What follows belongs to an exercise in optimizing a design on an open flow for small area, a short achievable clock period and few clock cycles per item; a production flow would make more cautious choices. In this exercise RTL edits were held to simulation tests only and were not proved equivalent to the original.

==> inputs of delta <==
==> flow/design.v <==
package octne_pkg;
    localparam int QBITS     = 15;
    localparam int HALF_BITS = 16;
    localparam int LW        = 17;
endpackage
module octne_div_step (
    input  logic [octne_pkg::LW-1:0]     i_den,
    input  logic [octne_pkg::LW:0]       i_rem_u,
    input  logic [octne_pkg::QBITS-1:0]  i_low_u,
    input  logic [octne_pkg::LW:0]       i_rem_v,
    input  logic [octne_pkg::QBITS-1:0]  i_low_v,
    output logic [octne_pkg::LW:0]       o_rem_u,
    output logic [octne_pkg::QBITS-1:0]  o_low_u,
    output logic [octne_pkg::LW:0]       o_rem_v,
    output logic [octne_pkg::QBITS-1:0]  o_low_v
);
    localparam int LW = octne_pkg::LW;
    localparam int QB = octne_pkg::QBITS;
    logic s_u, s_v;
    assign s_u = i_rem_u[LW];
    assign s_v = i_rem_v[LW];
    octne_add #(.W(LW+1)) u_lane (
        .i_a   ({i_rem_u[LW-1:0], i_low_u[QB-1]}),
        .i_b   ({1'b0, i_den} ^ {(LW+1){~s_u}}),
        .i_cin (~s_u),
        .o_s   (o_rem_u)
    );
    octne_add #(.W(LW+1)) v_lane (
        .i_a   ({i_rem_v[LW-1:0], i_low_v[QB-1]}),
        .i_b   ({1'b0, i_den} ^ {(LW+1){~s_v}}),
        .i_cin (~s_v),
        .o_s   (o_rem_v)
    );
    assign o_low_u = {i_low_u[QB-2:0], ~o_rem_u[LW]};
    assign o_low_v = {i_low_v[QB-2:0], ~o_rem_v[LW]};
endmodule
module octne_add #(
    parameter int W = 16
) (
    input  logic [W-1:0] i_a,
    input  logic [W-1:0] i_b,
    input  logic         i_cin,
    output logic [W-1:0] o_s
);
    localparam int NL = (W >= 32) ? 6 : (W >= 16) ? 5 : (W >= 8) ? 4 : (W >= 4) ? 3 : 2;
    logic [W:0] g [0:NL];
    logic [W:0] p [0:NL];
    genvar i, l;
    generate
        assign g[0][0] = i_cin;
        assign p[0][0] = 1'b0;
        for (i = 0; i < W; i++) begin : g_pg
            assign g[0][i+1] = i_a[i] & i_b[i];
            assign p[0][i+1] = i_a[i] ^ i_b[i];
        end
        for (l = 0; l < NL; l++) begin : g_lvl
            for (i = 0; i <= W; i++) begin : g_node
                if ((i >> l) & 1) begin : g_op
                    localparam int J = ((i >> l) << l) - 1;
                    assign g[l+1][i] = g[l][i] | (p[l][i] & g[l][J]);
                    assign p[l+1][i] = p[l][i] & p[l][J];
                end else begin : g_pass
                    assign g[l+1][i] = g[l][i];
                    assign p[l+1][i] = p[l][i];
                end
            end
        end
        for (i = 0; i < W; i++) begin : g_sum
            assign o_s[i] = p[0][i+1] ^ g[NL][i];
        end
    endgenerate
endmodule
module octahedral_normal_encoder_unit #(
    parameter int COMP_WIDTH = 16
) (
    input  logic                         i_clk,
    input  logic                         i_rst_n,
    input  logic                         i_valid,
    output logic                         o_stall,
    input  logic signed [COMP_WIDTH-1:0] i_comp_x,
    input  logic signed [COMP_WIDTH-1:0] i_comp_y,
    input  logic signed [COMP_WIDTH-1:0] i_comp_z,
    output logic                         o_valid,
    input  logic                         i_stall,
    output logic [31:0]                  o_packed_oct,
    output logic                         o_zero_vector
);
    localparam int LW = octne_pkg::LW;
    localparam int QB = octne_pkg::QBITS;
    localparam int RW = LW + 1;               
    localparam logic [QB-2:0] REGMASK = 14'b11_1111_1111_1111;
    localparam int REC = 3 + LW + 2 * (RW + QB);
    logic w_adv;              
    logic r_hv;               
    logic w_fin_v;            
    assign w_adv   = ~(r_hv & i_stall);
    assign o_stall = ~w_adv;
    assign o_valid = r_hv;
    always_ff @(posedge i_clk) begin
        if (!i_rst_n) begin
            r_hv <= 1'b0;
        end else if (w_adv) begin
            r_hv <= w_fin_v;
        end
    end
    logic                  w_sx, w_sy, w_sz;
    logic [COMP_WIDTH-1:0] n_ax, n_ay, n_az;
    logic [COMP_WIDTH-1:0] w_au, w_av;
    logic [COMP_WIDTH-1:0] n_cs, n_cl, n_cu, n_cv;
    logic [COMP_WIDTH-1:0] r0_cs, r0_cl, r0_cu, r0_cv;
    logic                  r0_nx, r0_ny, r0_fold, r0_v;
    assign w_sx = i_comp_x[COMP_WIDTH-1];
    assign w_sy = i_comp_y[COMP_WIDTH-1];
    assign w_sz = i_comp_z[COMP_WIDTH-1];
    octne_add #(.W(COMP_WIDTH)) u_abs_x (
        .i_a(i_comp_x ^ {COMP_WIDTH{w_sx}}), .i_b('0), .i_cin(w_sx), .o_s(n_ax));
    octne_add #(.W(COMP_WIDTH)) u_abs_y (
        .i_a(i_comp_y ^ {COMP_WIDTH{w_sy}}), .i_b('0), .i_cin(w_sy), .o_s(n_ay));
    octne_add #(.W(COMP_WIDTH)) u_abs_z (
        .i_a(i_comp_z ^ {COMP_WIDTH{w_sz}}), .i_b('0), .i_cin(w_sz), .o_s(n_az));
    always_comb begin
        w_au = w_sz ? n_ay : n_ax;
        w_av = w_sz ? n_ax : n_ay;
        n_cs = w_au ^ w_av ^ n_az;
        n_cl = (w_au & w_av) | (w_au & n_az) | (w_av & n_az);
        n_cu = (~w_au & w_av) | (~w_au & n_az) | (w_av & n_az);
        n_cv = (w_au & ~w_av) | (w_au & n_az) | (~w_av & n_az);
    end
    always_ff @(posedge i_clk) begin
        if (!i_rst_n) begin
            r0_v <= 1'b0;
        end else if (w_adv) begin
            r0_v <= i_valid;
        end
    end
    always_ff @(posedge i_clk) begin
        if (w_adv) begin
            r0_cs   <= n_cs;
            r0_cl   <= n_cl;
            r0_cu   <= n_cu;
            r0_cv   <= n_cv;
            r0_nx   <= w_sx;
            r0_ny   <= w_sy;
            r0_fold <= w_sz;
        end
    end
    logic [LW-1:0]         n_l1;
    logic [LW:0]           n_s_u, n_s_v;
    octne_add #(.W(LW)) u_l1 (
        .i_a({1'b0, r0_cs}), .i_b({r0_cl, 1'b0}), .i_cin(1'b0), .o_s(n_l1));
    octne_add #(.W(LW+1)) u_su (
        .i_a({2'b11, ~r0_cs}), .i_b({1'b0, r0_cu, 1'b0}), .i_cin(1'b1), .o_s(n_s_u));
    octne_add #(.W(LW+1)) u_sv (
        .i_a({2'b11, ~r0_cs}), .i_b({1'b0, r0_cv, 1'b0}), .i_cin(1'b1), .o_s(n_s_v));
    logic [LW-1:0] ra_l1;
    logic [LW:0]   ra_s_u, ra_s_v;
    logic          ra_nx, ra_ny, ra_fold, ra_v;
    always_ff @(posedge i_clk) begin
        if (!i_rst_n) begin
            ra_v <= 1'b0;
        end else if (w_adv) begin
            ra_v <= r0_v;
        end
    end
    always_ff @(posedge i_clk) begin
        if (w_adv) begin
            ra_l1   <= n_l1;
            ra_s_u  <= n_s_u;
            ra_s_v  <= n_s_v;
            ra_nx   <= r0_nx;
            ra_ny   <= r0_ny;
            ra_fold <= r0_fold;
        end
    end
    logic [1:0]     w_k_u, w_k_v;
    logic [LW:0]    n_r1_u, n_r1_v;
    logic [REC-1:0] w_first;
    assign w_k_u = ra_s_u[QB+1:QB] + 2'd1;
    assign w_k_v = ra_s_v[QB+1:QB] + 2'd1;
    octne_add #(.W(LW+1)) u_r1_u (
        .i_a(~ra_s_u), .i_b({{(LW-1){1'b0}}, w_k_u}), .i_cin(1'b0), .o_s(n_r1_u));
    octne_add #(.W(LW+1)) u_r1_v (
        .i_a(~ra_s_v), .i_b({{(LW-1){1'b0}}, w_k_v}), .i_cin(1'b0), .o_s(n_r1_v));
    assign w_first = {ra_nx, ra_ny, ra_fold, ra_l1,
                      n_r1_u, ra_s_u[QB-1:1], ~n_r1_u[LW],
                      n_r1_v, ra_s_v[QB-1:1], ~n_r1_v[LW]};
    logic [REC-1:0] w_rec [0:QB-1];
    logic           w_vld [0:QB-1];
    logic [REC-1:0] r_first;
    logic           r_first_v;
    always_ff @(posedge i_clk) begin
        if (!i_rst_n) begin
            r_first_v <= 1'b0;
        end else if (w_adv) begin
            r_first_v <= ra_v;
        end
    end
    always_ff @(posedge i_clk) begin
        if (w_adv) begin
            r_first <= w_first;
        end
    end
    assign w_rec[0] = r_first;
    assign w_vld[0] = r_first_v;
    genvar k;
    generate
        for (k = 0; k < QB - 1; k++) begin : g_div
            logic [REC-1:0] n_rec;
            octne_div_step u_step (
                .i_den   (w_rec[k][2*(RW+QB) +: LW]),
                .i_rem_u (w_rec[k][RW+2*QB +: RW]),
                .i_low_u (w_rec[k][RW+QB +: QB]),
                .i_rem_v (w_rec[k][QB +: RW]),
                .i_low_v (w_rec[k][0 +: QB]),
                .o_rem_u (n_rec[RW+2*QB +: RW]),
                .o_low_u (n_rec[RW+QB +: QB]),
                .o_rem_v (n_rec[QB +: RW]),
                .o_low_v (n_rec[0 +: QB])
            );
            assign n_rec[REC-1:2*(RW+QB)] = w_rec[k][REC-1:2*(RW+QB)];
            if (REGMASK[k]) begin : g_reg
                logic [REC-1:0] r_rec;
                logic           r_v;
                always_ff @(posedge i_clk) begin
                    if (!i_rst_n) begin
                        r_v <= 1'b0;
                    end else if (w_adv) begin
                        r_v <= w_vld[k];
                    end
                end
                always_ff @(posedge i_clk) begin
                    if (w_adv) begin
                        r_rec <= n_rec;
                    end
                end
                assign w_rec[k+1] = r_rec;
                assign w_vld[k+1] = r_v;
            end else begin : g_comb
                assign w_rec[k+1] = n_rec;
                assign w_vld[k+1] = w_vld[k];
            end
        end
    endgenerate
    logic [REC-1:0] w_last;
    logic [LW-1:0]  w_den;
    logic [RW-1:0]  w_rem_u, w_rem_v, w_dx;
    logic [QB-1:0]  w_q_u, w_q_v;
    logic           w_nx, w_ny, w_fold, w_zero, w_tie_u, w_tie_v;
    logic [15:0]    w_m_u, w_m_v, w_inc_u, w_inc_v, n_u, n_v;
    logic           w_c_u, w_c_v;
    logic [32:0]    w_fin;
    always_comb begin
        w_last  = w_rec[QB-1];
        w_nx    = w_last[REC-1];
        w_ny    = w_last[REC-2];
        w_fold  = w_last[REC-3];
        w_den   = w_last[2*(RW+QB) +: LW];
        w_rem_u = w_last[RW+2*QB +: RW];
        w_q_u   = w_last[RW+QB +: QB];
        w_rem_v = w_last[QB +: RW];
        w_q_v   = w_last[0 +: QB];
        w_dx    = {1'b0, w_den};
        w_zero  = ~(|w_den);
        w_tie_u = ~w_den[0] & (~(|w_rem_u) |
                  ~(|((w_rem_u ^ w_dx) ^ {(w_rem_u[RW-2:0] | w_dx[RW-2:0]), 1'b0})));
        w_tie_v = ~w_den[0] & (~(|w_rem_v) |
                  ~(|((w_rem_v ^ w_dx) ^ {(w_rem_v[RW-2:0] | w_dx[RW-2:0]), 1'b0})));
        w_m_u   = (w_nx & ~w_fold) ? 16'hffff : ((w_fold & ~w_nx) ? 16'h7fff : 16'h0000);
        w_m_v   = (w_ny & ~w_fold) ? 16'hffff : ((w_fold & ~w_ny) ? 16'h7fff : 16'h0000);
        w_c_u   = w_fold ? (w_tie_u ^ w_nx) : w_nx;
        w_c_v   = w_fold ? (w_tie_v ^ w_ny) : w_ny;
    end
    octne_add #(.W(16)) u_out_u (
        .i_a({1'b0, w_q_u} ^ w_m_u), .i_b('0), .i_cin(1'b1), .o_s(w_inc_u));
    octne_add #(.W(16)) u_out_v (
        .i_a({1'b0, w_q_v} ^ w_m_v), .i_b('0), .i_cin(1'b1), .o_s(w_inc_v));
    always_comb begin
        n_u   = (w_c_u ? w_inc_u : ({1'b0, w_q_u} ^ w_m_u)) ^ {w_fold & w_nx, 15'd0};
        n_v   = (w_c_v ? w_inc_v : ({1'b0, w_q_v} ^ w_m_v)) ^ {w_fold & w_ny, 15'd0};
        w_fin = {w_zero, w_zero ? 32'd0 : {n_v, n_u}};
    end
    assign w_fin_v = w_vld[QB-1];
    logic [32:0] r_out;
    always_ff @(posedge i_clk) begin
        if (w_adv) begin
            r_out <= w_fin;
        end
    end
    assign o_packed_oct  = r_out[31:0];
    assign o_zero_vector = r_out[32];
endmodule
==> flow/run.sh <==
#!/bin/bash
# synth_recipe.tcl (not shown) runs the flow's synth.tcl, then flattens the netlist and writes it again
# the make line also repeats each setting of config.mk as NAME=value (left out here)
make -C /OpenROAD-flow-scripts/flow DESIGN_CONFIG=/design/flow/config.mk WORK_HOME=/design/flow/orfs CLKGATE_MAP_FILE= SYNTH_SCRIPT=/design/flow/synth_recipe.tcl finish
==> flow/config.mk <==
export PLATFORM = sky130hd
export DESIGN_NAME = octahedral_normal_encoder_unit
export DESIGN_NICKNAME = octahedral_normal_encoder_unit
export VERILOG_FILES = /design/flow/design.v
export SDC_FILE = /design/flow/constraint.sdc
export NUM_CORES = 4
export LEC_CHECK = 0
export CAP_MARGIN = 20
export CORE_MARGIN = 2
export CORE_UTILIZATION = 55
export CTS_BUF_LIST = sky130_fd_sc_hd__clkbuf_4 sky130_fd_sc_hd__clkbuf_8
export SETUP_SLACK_MARGIN = 2.0
export SLEW_MARGIN = 20
export SYNTH_HIERARCHICAL = 1
export SYNTH_MINIMUM_KEEP_SIZE = 0
==> flow/constraint.sdc <==
create_clock -name core_clock -period 5.0 [get_ports {i_clk}]
set_input_delay 1.0000 -clock core_clock [delete_from_list [all_inputs] [get_ports {i_clk}]]
set_output_delay 1.0000 -clock core_clock [all_outputs]
set_load 0.01 [all_outputs]
==> garnet: changes against delta <==
--- a/flow/design.v
+++ b/flow/design.v
@@ -93,6 +93,9 @@
     logic w_adv;              
-    logic r_hv;               
+    logic r_hv, r_sv;         
+    logic w_push, w_pop;
     logic w_fin_v;            
-    assign w_adv   = ~(r_hv & i_stall);
-    assign o_stall = ~w_adv;
+    assign w_adv   = ~r_sv;
+    assign w_push  = w_adv & w_fin_v;
+    assign w_pop   = r_hv & ~i_stall;
+    assign o_stall = r_sv;
     assign o_valid = r_hv;
@@ -100,5 +103,7 @@
         if (!i_rst_n) begin
-            r_hv <= 1'b0;
-        end else if (w_adv) begin
-            r_hv <= w_fin_v;
+            r_hv  <= 1'b0;
+            r_sv  <= 1'b0;
+        end else begin
+            r_hv  <= (r_hv & ~w_pop) | r_sv | w_push;
+            r_sv  <= r_hv & ~w_pop & (r_sv | w_push);
         end
@@ -282,6 +287,9 @@
     assign w_fin_v = w_vld[QB-1];
-    logic [32:0] r_out;
-    always_ff @(posedge i_clk) begin
-        if (w_adv) begin
-            r_out <= w_fin;
+    logic [32:0] r_skid, r_out;
+    always_ff @(posedge i_clk) begin
+        if (w_adv) begin
+            r_skid <= w_fin;
+        end
+        if (~r_hv | w_pop) begin
+            r_out <= r_sv ? r_skid : w_fin;
         end
Settings changed: CORE_UTILIZATION 55 to 40, CTS_BUF_LIST sky130_fd_sc_hd__clkbuf_4 sky130_fd_sc_hd__clkbuf_8 to default, SYNTH_HIERARCHICAL 1 to default, SYNTH_MINIMUM_KEEP_SIZE 0 to default.
==> summary of the runs <==
Hold slack: delta is worse than garnet (100 ps).
Of delta and garnet, garnet has the higher sequential share of layout area (gap 0.64 points).
Against delta, the global-route usage of garnet is lower by 6.6 points.
Worst setup slack: garnet is lower than delta (180 ps).
Testbench counts of delta, summed over its fixed seeds: cycles 12,152, items 12,000.
Testbench counts of garnet, summed over its fixed seeds: cycles 12,152, items 12,000.

[afterwards: timing with drivers on the ports]
The flow's constraints put no driver on any port. The routed layouts listed below were extracted and timed again, unchanged, in two steps. Step 1 sets driving cells, clkbuf_16 on the clock port and buf_2 on the other inputs (assumed; they add their load-dependent delay and slew). Step 2, shift: input delay + t, output delay - t, t = (earliest + latest rising clock arrival at the registers) / 2. This alone moves slack from input paths to output paths. a / b / c = no drivers / after step 1 / after step 2; a / b = the first two.
run	t (ns)	slack for setup (ns)	hold WS [ns]
delta	0.998	1.931 / 1.958 / 0.960	0.289 / 0.278 / 0.382
garnet	0.853	1.751 / 1.751 / 1.204	0.388 / 0.388 / 0.388
After both steps every run listed still meets setup and hold. For delta, which loses most, drivers alone change the setup slack by +0.027 ns; drivers and shift together by -0.971 ns.
